Source: an optimization exercise on an open RTL-to-GDS flow (aim: small area). Production flows keep margins and buffers that such runs may drop.
In this exercise RTL edits were held to simulation tests only and were not proved equivalent to the original.

<file path="design/flow/run.sh">
#!/bin/bash
# synth_recipe.tcl (not shown) runs the flow's synth.tcl, then flattens the netlist and writes it again
# the make line also repeats each setting of config.mk as NAME=value (left out here)
make -C /OpenROAD-flow-scripts/flow DESIGN_CONFIG=/design/flow/config.mk WORK_HOME=/design/flow/orfs CLKGATE_MAP_FILE= SYNTH_SCRIPT=/design/flow/synth_recipe.tcl finish
</file>
<file path="design/flow/config.mk">
export PLATFORM = sky130hd
export DESIGN_NAME = zig_sampler
export DESIGN_NICKNAME = zig_sampler
export VERILOG_FILES = /design/flow/design.v
export SDC_FILE = /design/flow/constraint.sdc
export NUM_CORES = 4
export LEC_CHECK = 0
export CAP_MARGIN = 20
export CORE_MARGIN = 2
export CORE_UTILIZATION = 40
export SLEW_MARGIN = 20
</file>
<file path="design/flow/constraint.sdc">
create_clock -name core_clock -period 9.0 [get_ports {clk}]
set_input_delay 1.8000 -clock core_clock [delete_from_list [all_inputs] [get_ports {clk}]]
set_output_delay 1.8000 -clock core_clock [all_outputs]
set_load 0.01 [all_outputs]
</file>
<file path="design/flow/design.v">
module zig_sampler #(
  parameter int N     = 128,
  parameter int LOG2N = 7
) (
  input  logic              clk,
  input  logic              rst_n,
  input  logic              u_valid,
  output logic              u_ready,
  input  logic [LOG2N+32:0] u_data,
  output logic [LOG2N-1:0]  rect_idx,
  input  logic [17:0]       rmost_coord,
  input  logic [31:0]       wedge_bound_ratio,
  output logic              z_valid,
  input  logic              z_ready,
  output logic [18:0]       z_data,
  output logic              slow_valid,
  input  logic              slow_ready,
  output logic [LOG2N-1:0]  slow_idx,
  output logic [31:0]       slow_frac,
  output logic              slow_sign,
  output logic [15:0]       acc_cnt,
  output logic [15:0]       rej_cnt
);
  if (N < 1 || N > (1 << LOG2N)) begin : g_cfg_check
    $error("zig_sampler: N must lie in 1..2**LOG2N");
  end
  logic              s1_valid_r;
  logic [LOG2N-1:0]  s1_idx_r;
  logic [31:0]       s1_frac_r;
  logic              s1_sign_r;
  logic              z_valid_r;
  logic [18:0]       z_data_r;
  logic [15:0]       acc_cnt_r;
  logic [15:0]       rej_cnt_r;
  logic              fire_s;
  logic              u_ready_s;
  logic              s1_accept_s;
  logic              s1_advance_s;
  logic              acc_adv_s;
  logic              rej_adv_s;
  logic [LOG2N-1:0]  u_idx_s;
  logic [18:0]       z_next_s;
  logic [49:0]       prod_s;
  logic              slow_valid_r;
  logic [LOG2N-1:0]  slow_idx_r;
  logic [31:0]       slow_frac_r;
  logic              slow_sign_r;
  assign u_idx_s     = u_data[LOG2N+32:33];
  assign s1_accept_s = (s1_frac_r < wedge_bound_ratio);
  assign prod_s      = {18'd0, s1_frac_r} * {32'd0, rmost_coord};
  assign z_next_s    = s1_sign_r ? (19'd0 - {1'b0, prod_s[49:32]}) : {1'b0, prod_s[49:32]};
  always_comb begin
    s1_advance_s = 1'b0;
    if (!s1_valid_r) begin
      s1_advance_s = 1'b0;
    end else if (s1_accept_s) begin
      s1_advance_s = !z_valid_r || z_ready;
    end else begin
      s1_advance_s = !slow_valid_r || slow_ready;
    end
  end
  assign acc_adv_s = s1_valid_r && s1_accept_s && s1_advance_s;
  assign rej_adv_s = s1_valid_r && !s1_accept_s && s1_advance_s;
  assign u_ready_s = !s1_valid_r || s1_advance_s;
  assign fire_s    = u_valid && u_ready_s;
  assign rect_idx = fire_s ? u_idx_s : s1_idx_r;
  assign u_ready  = u_ready_s;
  always_ff @(posedge clk or negedge rst_n) begin
    if (!rst_n) begin
      s1_valid_r <= 1'b0;
      s1_idx_r   <= {LOG2N{1'b0}};
      s1_frac_r  <= 32'd0;
      s1_sign_r  <= 1'b0;
    end else if (fire_s) begin
      s1_valid_r <= 1'b1;
      s1_idx_r   <= u_idx_s;
      s1_frac_r  <= u_data[31:0];
      s1_sign_r  <= u_data[32];
    end else if (s1_advance_s) begin
      s1_valid_r <= 1'b0;
    end
  end
  always_ff @(posedge clk or negedge rst_n) begin
    if (!rst_n) begin
      z_valid_r <= 1'b0;
      z_data_r  <= 19'd0;
    end else if (acc_adv_s) begin
      z_valid_r <= 1'b1;
      z_data_r  <= z_next_s;
    end else if (z_ready) begin
      z_valid_r <= 1'b0;
    end
  end
  always_ff @(posedge clk or negedge rst_n) begin
    if (!rst_n) begin
      acc_cnt_r <= 16'd0;
      rej_cnt_r <= 16'd0;
    end else begin
      if (acc_adv_s) begin
        acc_cnt_r <= acc_cnt_r + 16'd1;
      end
      if (rej_adv_s) begin
        rej_cnt_r <= rej_cnt_r + 16'd1;
      end
    end
  end
  always_ff @(posedge clk or negedge rst_n) begin
    if (!rst_n) begin
      slow_valid_r <= 1'b0;
      slow_idx_r   <= {LOG2N{1'b0}};
      slow_frac_r  <= 32'd0;
      slow_sign_r  <= 1'b0;
    end else if (rej_adv_s) begin
      slow_valid_r <= 1'b1;
      slow_idx_r   <= s1_idx_r;
      slow_frac_r  <= s1_frac_r;
      slow_sign_r  <= s1_sign_r;
    end else if (slow_ready) begin
      slow_valid_r <= 1'b0;
    end
  end
  assign slow_valid = slow_valid_r;
  assign slow_idx   = slow_idx_r;
  assign slow_frac  = slow_frac_r;
  assign slow_sign  = slow_sign_r;
  assign z_valid = z_valid_r;
  assign z_data  = z_data_r;
  assign acc_cnt = acc_cnt_r;
  assign rej_cnt = rej_cnt_r;
endmodule
</file>
==> out/metrics.cfg <==
[run_status]
status = finished clean

[synthesis]
synth-main-ff-cell = dfrtp_1
yosys.area.top_type = fa_1
syn_nets = 3359
ys_seq_area_share_pct = 13.8
synth_cell_types = 65
netlist_instances = 2631
yosys_warnings = 1
async_flop_share_pct = 100
synth-edff-count = 0
synth-seq-cells = 134
syn_area_um2 = 24200
syn_area_per_cell_um2 = 9.20
synth_top_cell_area_share_pct = 39.5
synth.top_cells.by_area = fa_1, dfrtp_1, inv_1

[critical_path]
critPathTopFamily = adder cells
r2r-end = z_data_r[18]
end_kind = flop
r2r-start = s1_frac_r[8]
start_kind = input port
max_stage_delay_ns = 0.59
crit_type = input port to flop
path_max_fanout = 32
rr_worst_depth = 23
required_ns = 9.36
cp_slowest_cell = fa_1
arrival_ns = 8.96
r2r_slack_ns = 1.36
path_depth = 27
path_buf_inv = 8
crit_top_cell = fa_1

[detailed_routing]
first_pass_iters = 5
viasPerCell = 5.07
remaining_drc_errors = 0
wire_per_inst_um = 17.7
ant_nets = 0
drt-total-wl_um = 63600
drt_iter0_markers = 1012
vias = 18221

[worst_hold_path]
holdPathEnd = rej_cnt_r[15]
hold_path.class = flop to flop
worstHoldPathCells = 1
hp-start = rej_cnt_r[15]

[grt]
grt_antenna_before_repair = 1
grt_start_max_net_pins = 73
grt_pass1_wl_um = 106000
grt_use_total_pct = 21.5
first_global_vias = 20043
gr-total-overflow = 0

[cells_and_area]
fin_util_pct = 46.9
seqCellArea_um2 = 3350
syn_to_final_growth_pct = 16.6
fillerInstances = 5777
multi_input_area_um2 = 18200
layout_common_cells = inv_1, fa_1, nand2_1
final_common_cell = inv_1
layout-drive-gt1-share_pct = 7.47
nets = 3526
n_antenna_cell = 0

[clock_tree]
cts_num_sinks = 134
clkLatencyLatePin_ns = 0.48
path_clk_slew_ns = 0.07
h-tree-depth = 4
hold_buffers = 0
clockRootBuffer = clkbuf_16
clockBufferDepth = 2
cts_tree = yes
numCtsBuffers = 17

[place]
dp_slack_ns = -0.162
gp_congestion = 0.941
dp_hpwl_um = 52100
port_buffers = 195

[floorplanning]
die_w_um = 250
die_h_um = 250
start_util_pct = 40.3
io_pins = 196
core_area_um2 = 60100
design.die.area_um2 = 62500
core.rowCount = 90

[sta]
final_hold_viol_count = 0
max_freq_mhz = 116
report.final.slew_viol_count = 0
slew_headroom_pct = 35.0
setup_viol = 0
fin_skew_ns = 0.0180
fin_crit_ns = 8.61
finalCritPeriodShare_pct = 95.6
worstMarginPinSlew_ns = 0.975
rsz0062_at_grt = no
setup_slack_ns = 0.395

[run]
maxCapViolCount = 0

cell type report:
type,count,area share (%)
Inverter,580,7.71
Clock inverter,15,0.718
Clock buffer,17,1.51
Multi-Input combinational cell,1770,64.3
Tap cell,782,3.47
Sequential cell,134,11.9
Timing Repair Buffer,295,10.4
state kept, by name, summed over array words and instances (netlist names), 7 cells and up:
signal       flops
slow_idx_r       7
rej_cnt_r       16
acc_cnt_r       16
s1_idx_r         7
z_data_r        19
s1_frac_r       32
slow_frac_r     32
through the flow:
step	area, µm²	hold slack (ns)	TNS [ns]	instances
floorplan	24200	0.472	0	2631
global placement	27600	0.467	-0.203	3561
detailed placement	27600	0.469	-0.523	3561
CTS	28200	0.477	0	3593
global route	28200	0.496	0	3593
finish	28200	0.483	0	3593
cells in the mapped netlist, types with 17 or more instances:
library cell    n
a21o_1         23
inv_1         580
xnor2_1        43
o21ai_0        21
nand3_1        19
and3_1         17
nand2_1       425
clkbuf_1      142
mux2_2         59
a21oi_1        61
nor3_1         17
dfrtp_1       134
xor2_1         19
ha_1          155
nand4_1        29
mux2_1         25
fa_1          478
nor2_1         44
and2_1        212
cells by family (layout without fill, tap and decap cells):
| kind of cell | Yosys count | in the layout | share of synthesized area [%] |
|---|---|---|---|
| simple gates | 797 | 797 | 15.8 |
| buf+inv | 727 | 907 | 11.3 |
| fa+ha+maj | 633 | 633 | 47.5 |
| compound gates | 190 | 190 | 5.19 |
| flops | 134 | 134 | 13.8 |
| mux | 87 | 87 | 4.05 |
| xor+xnor | 63 | 63 | 2.31 |
layer usage:
layer	part of all wire, %	GRT usage [%]
met5	0.020	0
met4	2.5	5.89
met3	3.8	3.17
met2	53	38.9
met1	41	26.6
what timing repair did:
action,in CTS,in global routing
setup buffers,0,0
endpoints found under the setup margin,0,2
resized for setup,0,4
worst max-delay path by stage:
stage                   startpoint           end
floorplan           rmost_coord[8]  z_data_r[18]
finish              rmost_coord[8]  z_data_r[17]
global route        rmost_coord[8]  z_data_r[18]
detailed placement  rmost_coord[8]  z_data_r[17]
CTS                 rmost_coord[9]  z_data_r[17]
global placement    rmost_coord[8]  z_data_r[18]
worst register-to-register path: cells and delay by family, from the launching register on:
kind            cells  cell delay (ns)
compound gates      4             0.83
flops               1             0.97
fa+ha+maj           7             3.47
simple gates        7             1.81
xor+xnor            1             0.10
buf+inv             4             0.30

-- re-timing with driven ports --
Ports are ideal in the flow. The routed layout listed here was re-timed in OpenROAD.
Step 1 assumes that a clkbuf_16 drives the clock port and a buf_2 every other input.
Step 2 adds t to the input delays and takes it off the output delays; t is the mean of the earliest and latest rising clock arrival at the registers after step 1. Input paths then give back, and output paths get back, about the clock's delay inside the block.
Slacks: ideal / step 1 / step 2; pairs: ideal / step 1.
t, ns: 0.534
setup slack, ns: 0.395 / 0.428 / -0.106
clock arrival spread, ns: 0.018 / 0.018
worst data-port slew with drivers (ns): 0.09
With both steps, setup timing fails in this run, where it was met with ideal ports. The setup slack of this run moves by +0.033 ns with the drivers and by -0.501 ns with both steps.
